This design comes from an exercise in tuning for small area on the open sky130 flow, not from production work.
The RTL was checked by simulation tests, not by an equivalence proof against the original design.
Power is estimated from default activity; no workload was simulated.

==> branch onyx <==
==> flow/design.v <==
package counter_alarm_pkg;
  localparam int unsigned CNT_W_DEF = 64;
endpackage
module rr_arbiter #(
  parameter int unsigned N = 8
) (
  input  logic                 clk,
  input  logic                 rst,
  input  logic [N-1:0]         eligible_i,
  output logic [N-1:0]         grant_o,
  output logic [$clog2(N)-1:0] ptr_o
);
  localparam int unsigned PW = $clog2(N);
  logic [PW-1:0] ptr_q;
  logic [PW-1:0] gidx;
  logic          found;
  always_comb begin
    grant_o = '0;
    found   = 1'b0;
    gidx    = '0;
    for (int unsigned k = 0; k < N; k++) begin
      if (!found && eligible_i[PW'(ptr_q + PW'(k))]) begin
        grant_o[PW'(ptr_q + PW'(k))] = 1'b1;
        gidx  = PW'(ptr_q + PW'(k));
        found = 1'b1;
      end
    end
  end
  always_ff @(posedge clk) begin
    if (rst)        ptr_q <= '0;
    else if (found) ptr_q <= gidx + PW'(1);
  end
  assign ptr_o = ptr_q;
endmodule
module counter_alarm_sched #(
  parameter int unsigned N_REQ = 8,
  parameter int unsigned CNT_W = 64
) (
  input  logic             clk,
  input  logic             rst,
  input  logic             cnt_en_i,
  input  logic             cnt_clr_i,
  input  logic             cnt_load_i,
  input  logic [CNT_W-1:0] cnt_load_val_i,
  output logic [CNT_W-1:0] cnt_o,
  input  logic [N_REQ-1:0] req_valid_i,
  input  logic [N_REQ-1:0][CNT_W-1:0] req_deadline_i,
  output logic [N_REQ-1:0] req_ready_o,
  input  logic [N_REQ-1:0] req_cancel_i,
  output logic [N_REQ-1:0] armed_o,
  output logic [N_REQ-1:0] fire_o,
  output logic [N_REQ-1:0] late_o
);
  localparam int unsigned PW = $clog2(N_REQ);
  logic [CNT_W-1:0]            cnt_q;
  logic [N_REQ-1:0][CNT_W-1:0] dl_q;
  logic [N_REQ-1:0]            armed_q, match_q, match;
  logic                        late_q;    
  logic [N_REQ-1:0]            grant;
  logic [PW-1:0]               ptr;
  logic [CNT_W-1:0]            gdl;       
  always_ff @(posedge clk) begin
    if (rst || cnt_clr_i) cnt_q <= '0;
    else if (cnt_load_i)  cnt_q <= cnt_load_val_i;
    else if (cnt_en_i)    cnt_q <= cnt_q + CNT_W'(1);
  end
  rr_arbiter #(.N(N_REQ)) u_arb (
    .clk        (clk),
    .rst        (rst),
    .eligible_i (req_valid_i & ~armed_q & {N_REQ{!rst}}),
    .grant_o    (grant),
    .ptr_o      (ptr)
  );
  assign req_ready_o = grant;
  always_comb begin
    gdl = '0;
    for (int i = 0; i < N_REQ; i++)
      gdl = gdl | (req_deadline_i[i] & {CNT_W{grant[i]}});
  end
  logic             gx, gcarry, late;
  assign gx   = gdl[CNT_W-1] ^ cnt_q[CNT_W-1];
  logic [CNT_W-1:0] gc;   
  assign gc[0] = gx;
  for (genvar b = 0; b < CNT_W-1; b++) begin : g_chain
    assign gc[b+1] = (gdl[b] & ~cnt_q[b]) | (gdl[b] & gc[b]) | (~cnt_q[b] & gc[b]);
  end
  assign gcarry = gc[CNT_W-1];
  assign late = ~(gx ^ gcarry);
  always_comb
    for (int i = 0; i < N_REQ; i++)
      match[i] = armed_q[i] && (cnt_q == dl_q[i]);
  always_ff @(posedge clk) begin
    if (rst) begin
      armed_q <= '0;
      match_q <= '0;
      late_q  <= 1'b0;
    end else begin
      armed_q <= (armed_q & ~match & ~req_cancel_i) | (grant & {N_REQ{!late}});
      match_q <= match;
      late_q  <= |grant && late;
    end
  end
  always_ff @(posedge clk)
    for (int i = 0; i < N_REQ; i++)
      if (!armed_q[i]) dl_q[i] <= req_deadline_i[i];
  always_comb
    for (int i = 0; i < N_REQ; i++)
      late_o[i] = late_q && (ptr == PW'(i + 1));
  assign cnt_o   = cnt_q;
  assign armed_o = armed_q;
  assign fire_o  = match_q | late_o;
endmodule
module counter_alarm_top (
  input  logic         clk,
  input  logic         rst,
  input  logic         cnt_en_i,
  input  logic         cnt_clr_i,
  input  logic         cnt_load_i,
  input  logic [63:0]  cnt_load_val_i,
  output logic [63:0]  cnt_o,
  input  logic [7:0]   req_valid_i,
  input  logic [511:0] req_deadline_i,
  output logic [7:0]   req_ready_o,
  input  logic [7:0]   req_cancel_i,
  output logic [7:0]   armed_o,
  output logic [7:0]   fire_o,
  output logic [7:0]   late_o
);
  counter_alarm_sched #(.N_REQ(8), .CNT_W(64)) u_sched (
    .clk            (clk),
    .rst            (rst),
    .cnt_en_i       (cnt_en_i),
    .cnt_clr_i      (cnt_clr_i),
    .cnt_load_i     (cnt_load_i),
    .cnt_load_val_i (cnt_load_val_i),
    .cnt_o          (cnt_o),
    .req_valid_i    (req_valid_i),
    .req_deadline_i (req_deadline_i),
    .req_ready_o    (req_ready_o),
    .req_cancel_i   (req_cancel_i),
    .armed_o        (armed_o),
    .fire_o         (fire_o),
    .late_o         (late_o)
  );
endmodule
==> flow/flow/run.sh <==
#!/bin/bash
# The standard layout (standard.sh, unchanged synthesis, floorplan, power grid,
# placement, routing), with two settings passed to ORFS through its own variables:
#  - BUFFER_PORTS_ARGS: the buffer put on every input and output port is the
#    smallest buffer, sky130_fd_sc_hd__buf_1, instead of the one buffer_ports
#    picks by itself (clkdlybuf4s50_1).
#  - CTS_ARGS: the clock tree is built from clkbuf_4 cells driving small sink
#    clusters, without dummy loads.
# make's output goes to flow_make.log; each ORFS step keeps its own log under
# orfs/logs/.
set -euo pipefail
export BUFFER_PORTS_ARGS="-buffer_cell sky130_fd_sc_hd__buf_1"
export CTS_ARGS="-sink_clustering_enable -repair_clock_nets -dont_use_dummy_load -buf_list sky130_fd_sc_hd__clkbuf_4 -sink_clustering_size 10 -sink_clustering_max_diameter 40"
bash standard.sh > flow_make.log 2>&1
==> flow/standard.sh <==
#!/bin/bash
# synth_recipe.tcl (not shown) runs the flow's synth.tcl, then flattens the netlist and writes it again
# the make line also repeats each setting of config.mk as NAME=value (left out here)
make -C /OpenROAD-flow-scripts/flow DESIGN_CONFIG=/design/flow/config.mk WORK_HOME=/design/flow/orfs CLKGATE_MAP_FILE= SYNTH_SCRIPT=/design/flow/synth_recipe.tcl "${@:-finish}"
==> flow/config.mk <==
export PLATFORM = sky130hd
export DESIGN_NAME = counter_alarm_top
export DESIGN_NICKNAME = counter_alarm_top
export VERILOG_FILES = /design/flow/design.v
export SDC_FILE = /design/flow/constraint.sdc
export NUM_CORES = 4
export LEC_CHECK = 0
export CAP_MARGIN = 20
export CORE_MARGIN = 2
export CORE_UTILIZATION = 45
export PLACE_DENSITY = 0.6
export SLEW_MARGIN = 20
==> flow/constraint.sdc <==
create_clock -name core_clock -period 10.0 [get_ports {clk}]
set_input_delay 2.0000 -clock core_clock [delete_from_list [all_inputs] [get_ports {clk}]]
set_output_delay 2.0000 -clock core_clock [all_outputs]
set_load 0.01 [all_outputs]
==> branch lagoon (differences from branch onyx) <==
==> flow/design.v, changed modules only <==
module rr_arbiter #(
  parameter int unsigned N = 8
) (
  input  logic                 clk,
  input  logic                 rst,
  input  logic [N-1:0]         eligible_i,
  output logic [N-1:0]         grant_o,
  output logic [$clog2(N)-1:0] ptr_o
);
  localparam int unsigned PW = $clog2(N);
  logic [PW-1:0] ptr_q, ptr_d;
  logic [N-1:0]  upper, grant_up, grant_all, grant_rot;
  logic          any_up, any;
  always_comb begin
    for (int i = 0; i < N; i++) upper[i] = eligible_i[i] && (PW'(i) >= ptr_q);
    for (int i = 0; i < N; i++) begin
      grant_up[i]  = upper[i];
      grant_all[i] = eligible_i[i];
      for (int j = 0; j < i; j++) begin
        grant_up[i]  = grant_up[i] && !upper[j];
        grant_all[i] = grant_all[i] && !eligible_i[j];
      end
    end
    any_up  = |upper;
    any     = |eligible_i;
    grant_o = any_up ? grant_up : grant_all;
  end
  always_comb begin
    grant_rot = {grant_o[N-2:0], grant_o[N-1]};
    ptr_d = '0;
    for (int i = 0; i < N; i++)
      if (grant_rot[i]) ptr_d = ptr_d | PW'(i);
  end
  always_ff @(posedge clk) begin
    if (rst)      ptr_q <= '0;
    else if (any) ptr_q <= ptr_d;
  end
  assign ptr_o = ptr_q;
endmodule
module counter_alarm_sched #(
  parameter int unsigned N_REQ = 8,
  parameter int unsigned CNT_W = 64
) (
  input  logic             clk,
  input  logic             rst,
  input  logic             cnt_en_i,
  input  logic             cnt_clr_i,
  input  logic             cnt_load_i,
  input  logic [CNT_W-1:0] cnt_load_val_i,
  output logic [CNT_W-1:0] cnt_o,
  input  logic [N_REQ-1:0] req_valid_i,
  input  logic [N_REQ-1:0][CNT_W-1:0] req_deadline_i,
  output logic [N_REQ-1:0] req_ready_o,
  input  logic [N_REQ-1:0] req_cancel_i,
  output logic [N_REQ-1:0] armed_o,
  output logic [N_REQ-1:0] fire_o,
  output logic [N_REQ-1:0] late_o
);
  localparam int unsigned PW = $clog2(N_REQ);
  logic [CNT_W-1:0]            cnt_q;
  logic [N_REQ-1:0][CNT_W-1:0] dl_q;
  logic [N_REQ-1:0]            armed_q, match_q, match;
  logic                        late_q;    
  logic [N_REQ-1:0]            grant;
  logic [PW-1:0]               ptr;
  logic [CNT_W-1:0]            gdl;       
  always_ff @(posedge clk) begin
    if (rst || cnt_clr_i) cnt_q <= '0;
    else if (cnt_load_i)  cnt_q <= cnt_load_val_i;
    else if (cnt_en_i)    cnt_q <= cnt_q + CNT_W'(1);
  end
  rr_arbiter #(.N(N_REQ)) u_arb (
    .clk        (clk),
    .rst        (rst),
    .eligible_i (req_valid_i & ~armed_q & {N_REQ{!rst}}),
    .grant_o    (grant),
    .ptr_o      (ptr)
  );
  assign req_ready_o = grant;
  always_comb begin
    gdl = '0;
    for (int i = 0; i < N_REQ; i++)
      gdl = gdl | (req_deadline_i[i] & {CNT_W{grant[i]}});
  end
  localparam int unsigned SEG = CNT_W / 3;        
  logic                   gx, late;
  logic [CNT_W-2:0]       gg, gp;                 
  logic [SEG:0]           s0;                     
  logic [2*SEG:SEG]       s1c0, s1c1;             
  logic [CNT_W-1:2*SEG]   s2c0, s2c1;             
  logic                   k1, k2;                 
  assign gg    = gdl[CNT_W-2:0] & ~cnt_q[CNT_W-2:0];
  assign gp    = gdl[CNT_W-2:0] | ~cnt_q[CNT_W-2:0];
  assign gx    = gdl[CNT_W-1] ^ cnt_q[CNT_W-1];
  assign s0[0] = gx;
  for (genvar b = 0; b < SEG; b++) begin : g_s0
    assign s0[b+1] = gg[b] | (gp[b] & s0[b]);
  end
  assign s1c0[SEG] = 1'b0;
  assign s1c1[SEG] = 1'b1;
  for (genvar b = SEG; b < 2*SEG; b++) begin : g_s1
    assign s1c0[b+1] = gg[b] | (gp[b] & s1c0[b]);
    assign s1c1[b+1] = gg[b] | (gp[b] & s1c1[b]);
  end
  assign s2c0[2*SEG] = 1'b0;
  assign s2c1[2*SEG] = 1'b1;
  for (genvar b = 2*SEG; b < CNT_W-1; b++) begin : g_s2
    assign s2c0[b+1] = gg[b] | (gp[b] & s2c0[b]);
    assign s2c1[b+1] = gg[b] | (gp[b] & s2c1[b]);
  end
  assign k1   = s0[SEG] ? s1c1[2*SEG] : s1c0[2*SEG];
  assign k2   = k1 ? s2c1[CNT_W-1] : s2c0[CNT_W-1];
  assign late = ~(gx ^ k2);
  always_comb
    for (int i = 0; i < N_REQ; i++)
      match[i] = armed_q[i] && (cnt_q == dl_q[i]);
  always_ff @(posedge clk) begin
    if (rst) begin
      armed_q <= '0;
      match_q <= '0;
      late_q  <= 1'b0;
    end else begin
      armed_q <= (armed_q & ~match & ~req_cancel_i) | (grant & {N_REQ{!late}});
      match_q <= match;
      late_q  <= |grant && late;
    end
  end
  always_ff @(posedge clk)
    for (int i = 0; i < N_REQ; i++)
      if (!armed_q[i]) dl_q[i] <= req_deadline_i[i];
  always_comb
    for (int i = 0; i < N_REQ; i++)
      late_o[i] = late_q && (ptr == PW'(i + 1));
  assign cnt_o   = cnt_q;
  assign armed_o = armed_q;
  assign fire_o  = match_q | late_o;
endmodule
==> flow/flow/run.sh (replaced) <==
#!/bin/bash
# The standard layout (standard.sh: ORFS synthesis, floorplan, power grid,
# placement, clock tree, routing), with these changes:
#  - synthesis runs flow/synth_area.tcl: the standard flow's synthesis script with an
#    area-oriented ABC script (flow/area.abc) for the combinational logic.
#  - BUFFER_PORTS_ARGS: the buffer put on every input and output port is the
#    smallest buffer, sky130_fd_sc_hd__buf_1, instead of the one buffer_ports
#    picks by itself (clkdlybuf4s50_1).
#  - CTS_ARGS: the clock tree is built from clkbuf_4 cells driving small sink
#    clusters, without dummy loads.
#  - DONT_USE_CELLS: the platform's list plus the largest plain buffers, so
#    that repair uses smaller ones.
# make's output goes to flow_make.log; each ORFS step keeps its own log under
# orfs/logs/.
set -euo pipefail
work=$(pwd)
export FLOW_WORK="$work"
export AREA_ABC_SCRIPT="$work/flow/area.abc"
export BUFFER_PORTS_ARGS="-buffer_cell sky130_fd_sc_hd__buf_1"
export CTS_ARGS="-sink_clustering_enable -repair_clock_nets -dont_use_dummy_load -buf_list sky130_fd_sc_hd__clkbuf_4 -sink_clustering_size 8 -sink_clustering_max_diameter 35"
platform_dont_use=$(make -s -C "$FLOW_HOME" DESIGN_CONFIG="$work/config.mk" print-DONT_USE_CELLS 2> dont_use.log | sed 's/^DONT_USE_CELLS: //')
extra_dont_use="sky130_fd_sc_hd__buf_12 sky130_fd_sc_hd__buf_16 sky130_fd_sc_hd__bufbuf_16"
bash standard.sh finish "SYNTH_SCRIPT=$work/flow/synth_area.tcl" \
  "DONT_USE_CELLS=$platform_dont_use $extra_dont_use" > flow_make.log 2>&1
==> flow/flow/area.abc (new file) <==
&get -n
&st
&deepsyn -T 30
&st
&if -g -K 6
&synch2
&dch
&nf -R 10
&put
==> flow/flow/synth_area.tcl (new file) <==
# The standard flow's synthesis script (synth_recipe.tcl in the work folder, unchanged), except
# that the one abc call mapping the combinational logic runs flow/area.abc, an
# area-oriented ABC script, in place of ORFS's abc_speed.script. Flip-flops are
# mapped before abc, so they are exactly those of the standard synthesis.
proc abc {args} {
  set i [lsearch -exact $args -script]
  if {$i >= 0} {
    lset args [expr {$i + 1}] $::env(AREA_ABC_SCRIPT)
  }
  yosys abc {*}$args
}
source $::env(FLOW_WORK)/synth_recipe.tcl
--- a/flow/config.mk
+++ b/flow/config.mk
@@ -7,6 +7,7 @@
 export LEC_CHECK = 0
 export CAP_MARGIN = 20
 export CORE_MARGIN = 2
-export CORE_UTILIZATION = 45
-export PLACE_DENSITY = 0.6
+export CORE_UTILIZATION = 40
+export GPL_TIMING_DRIVEN = 0
+export PLACE_DENSITY = 0.5
 export SLEW_MARGIN = 20
==> branch fjord (differences from branch onyx) <==
--- a/flow/design.v
+++ b/flow/design.v
@@ -78,13 +78,9 @@
       gdl = gdl | (req_deadline_i[i] & {CNT_W{grant[i]}});
   end
   logic             gx, gcarry, late;
+  logic [CNT_W-2:0] gsum;
   assign gx   = gdl[CNT_W-1] ^ cnt_q[CNT_W-1];
-  logic [CNT_W-1:0] gc;   
-  assign gc[0] = gx;
-  for (genvar b = 0; b < CNT_W-1; b++) begin : g_chain
-    assign gc[b+1] = (gdl[b] & ~cnt_q[b]) | (gdl[b] & gc[b]) | (~cnt_q[b] & gc[b]);
-  end
-  assign gcarry = gc[CNT_W-1];
+  assign {gcarry, gsum} = {1'b0, gdl[CNT_W-2:0]} + {1'b0, ~cnt_q[CNT_W-2:0]} + CNT_W'(gx);
   assign late = ~(gx ^ gcarry);
   always_comb
     for (int i = 0; i < N_REQ; i++)
==> flow/run.sh (new file) <==
#!/bin/bash
# synth_recipe.tcl (not shown) runs the flow's synth.tcl, then flattens the netlist and writes it again
# the make line also repeats each setting of config.mk as NAME=value (left out here)
make -C /OpenROAD-flow-scripts/flow DESIGN_CONFIG=/design/flow/config.mk WORK_HOME=/design/flow/orfs CLKGATE_MAP_FILE= SYNTH_SCRIPT=/design/flow/synth_recipe.tcl finish
--- a/flow/config.mk
+++ b/flow/config.mk
@@ -7,6 +7,6 @@
 export LEC_CHECK = 0
 export CAP_MARGIN = 20
 export CORE_MARGIN = 2
-export CORE_UTILIZATION = 45
-export PLACE_DENSITY = 0.6
+export CORE_UTILIZATION = 25
+export PLACE_DENSITY = 0.5
 export SLEW_MARGIN = 20
removed: flow/flow/run.sh
removed: flow/standard.sh
==> summary of the runs <==
- Branch fjord completed without violations. Branch lagoon finished but failed the layout checks on negative setup slack. Branch onyx produced a clean layout.
- Combinational power, lowest first: branch lagoon, branch onyx, branch fjord.
- Die area: branch onyx is lower than branch lagoon (about 1.6%).
- Worst setup slack: branch lagoon < branch onyx < branch fjord.
- The lowest global-route usage belongs to branch fjord, the highest to branch lagoon.
- Of branch onyx and branch lagoon, branch lagoon has the higher sequential power (gap about 13%, measured against branch lagoon).
- The lowest final cell count belongs to branch lagoon, the highest to branch fjord.
- The lowest clock power belongs to branch onyx, the highest to branch fjord.
==> figures <==
quantity                                                              branch lagoon             branch fjord               branch onyx
Die outline area                                                       0.0724 sq mm              0.128 sq mm              0.0712 sq mm
Fraction of area in multi-input gates                                         30.8%                    30.9%                     37.1%
Number of ordinary inverters in the final layout                                241                       99                        37
Source of the critical timing path                                              rst                      rst    u_sched.u_arb.ptr_q[0]
Share of the core filled with cells in the final layout                       47.9%                    34.4%                     51.7%
Met2 Routed Length                                                         80900 um                 90500 um                  75300 um
Fraction of area in registers                                                 51.1%                    39.6%                     48.2%
Run status                                               complete, but fails checks  complete, no violations   complete, no violations
Layout check failures                                          negative setup slack                        -                         -
Class of the most critical setup path                       input port to flip-flop  input port to flip-flop  flip-flop to output port
Termination of the worst setup path                              u_sched.armed_q[6]           u_sched.late_q            req_ready_o[5]
Top power consumer group                                                  registers      combinational cells       combinational cells
Signal arrival time at the worst endpoint                                  10.79 ns                  9.27 ns                   6.89 ns
Post-synthesis cell count                                                      2345                     2630                      2611
GR Layer Usage met2                                                           74.5%                    47.4%                     72.2%
Routed len/inst                                                             51.2 um                  41.5 um                   42.2 um

==> port drivers added, routing unchanged <==
No port has a modelled driver above. Below, the same layouts with a new extraction and two added sets of constraints. Step 1, drivers: a clkbuf_16 drives clk and a buf_2 each remaining input, both assumed. Step 2, shift: input delay + t, output delay - t, t = (earliest + latest rising clock arrival at the registers) / 2. This alone moves slack from input paths to output paths. Three values: ideal, step 1, step 2; two values: the first two.
run | t, ns | setup slack, ns | hold WS [ns] | clock arrival spread, ns | worst register clock-pin slew, ns
branch onyx | 0.978 | 1.115 / 1.049 / 1.005 | 0.651 / 0.651 / 0.651 | 0.204 / 0.205 | 0.12 / 0.12
branch lagoon | 0.993 | -0.029 / 0.016 / -0.977 | 0.636 / 0.636 / 0.636 | 0.155 / 0.156 | 0.11 / 0.11
branch fjord | 0.722 | 1.244 / 1.261 / 0.539 | 0.664 / 0.664 / 0.664 | 0.052 / 0.052 | 0.07 / 0.07
For branch lagoon, which loses most, drivers alone change the setup slack by +0.045 ns; drivers and shift together by -0.948 ns.
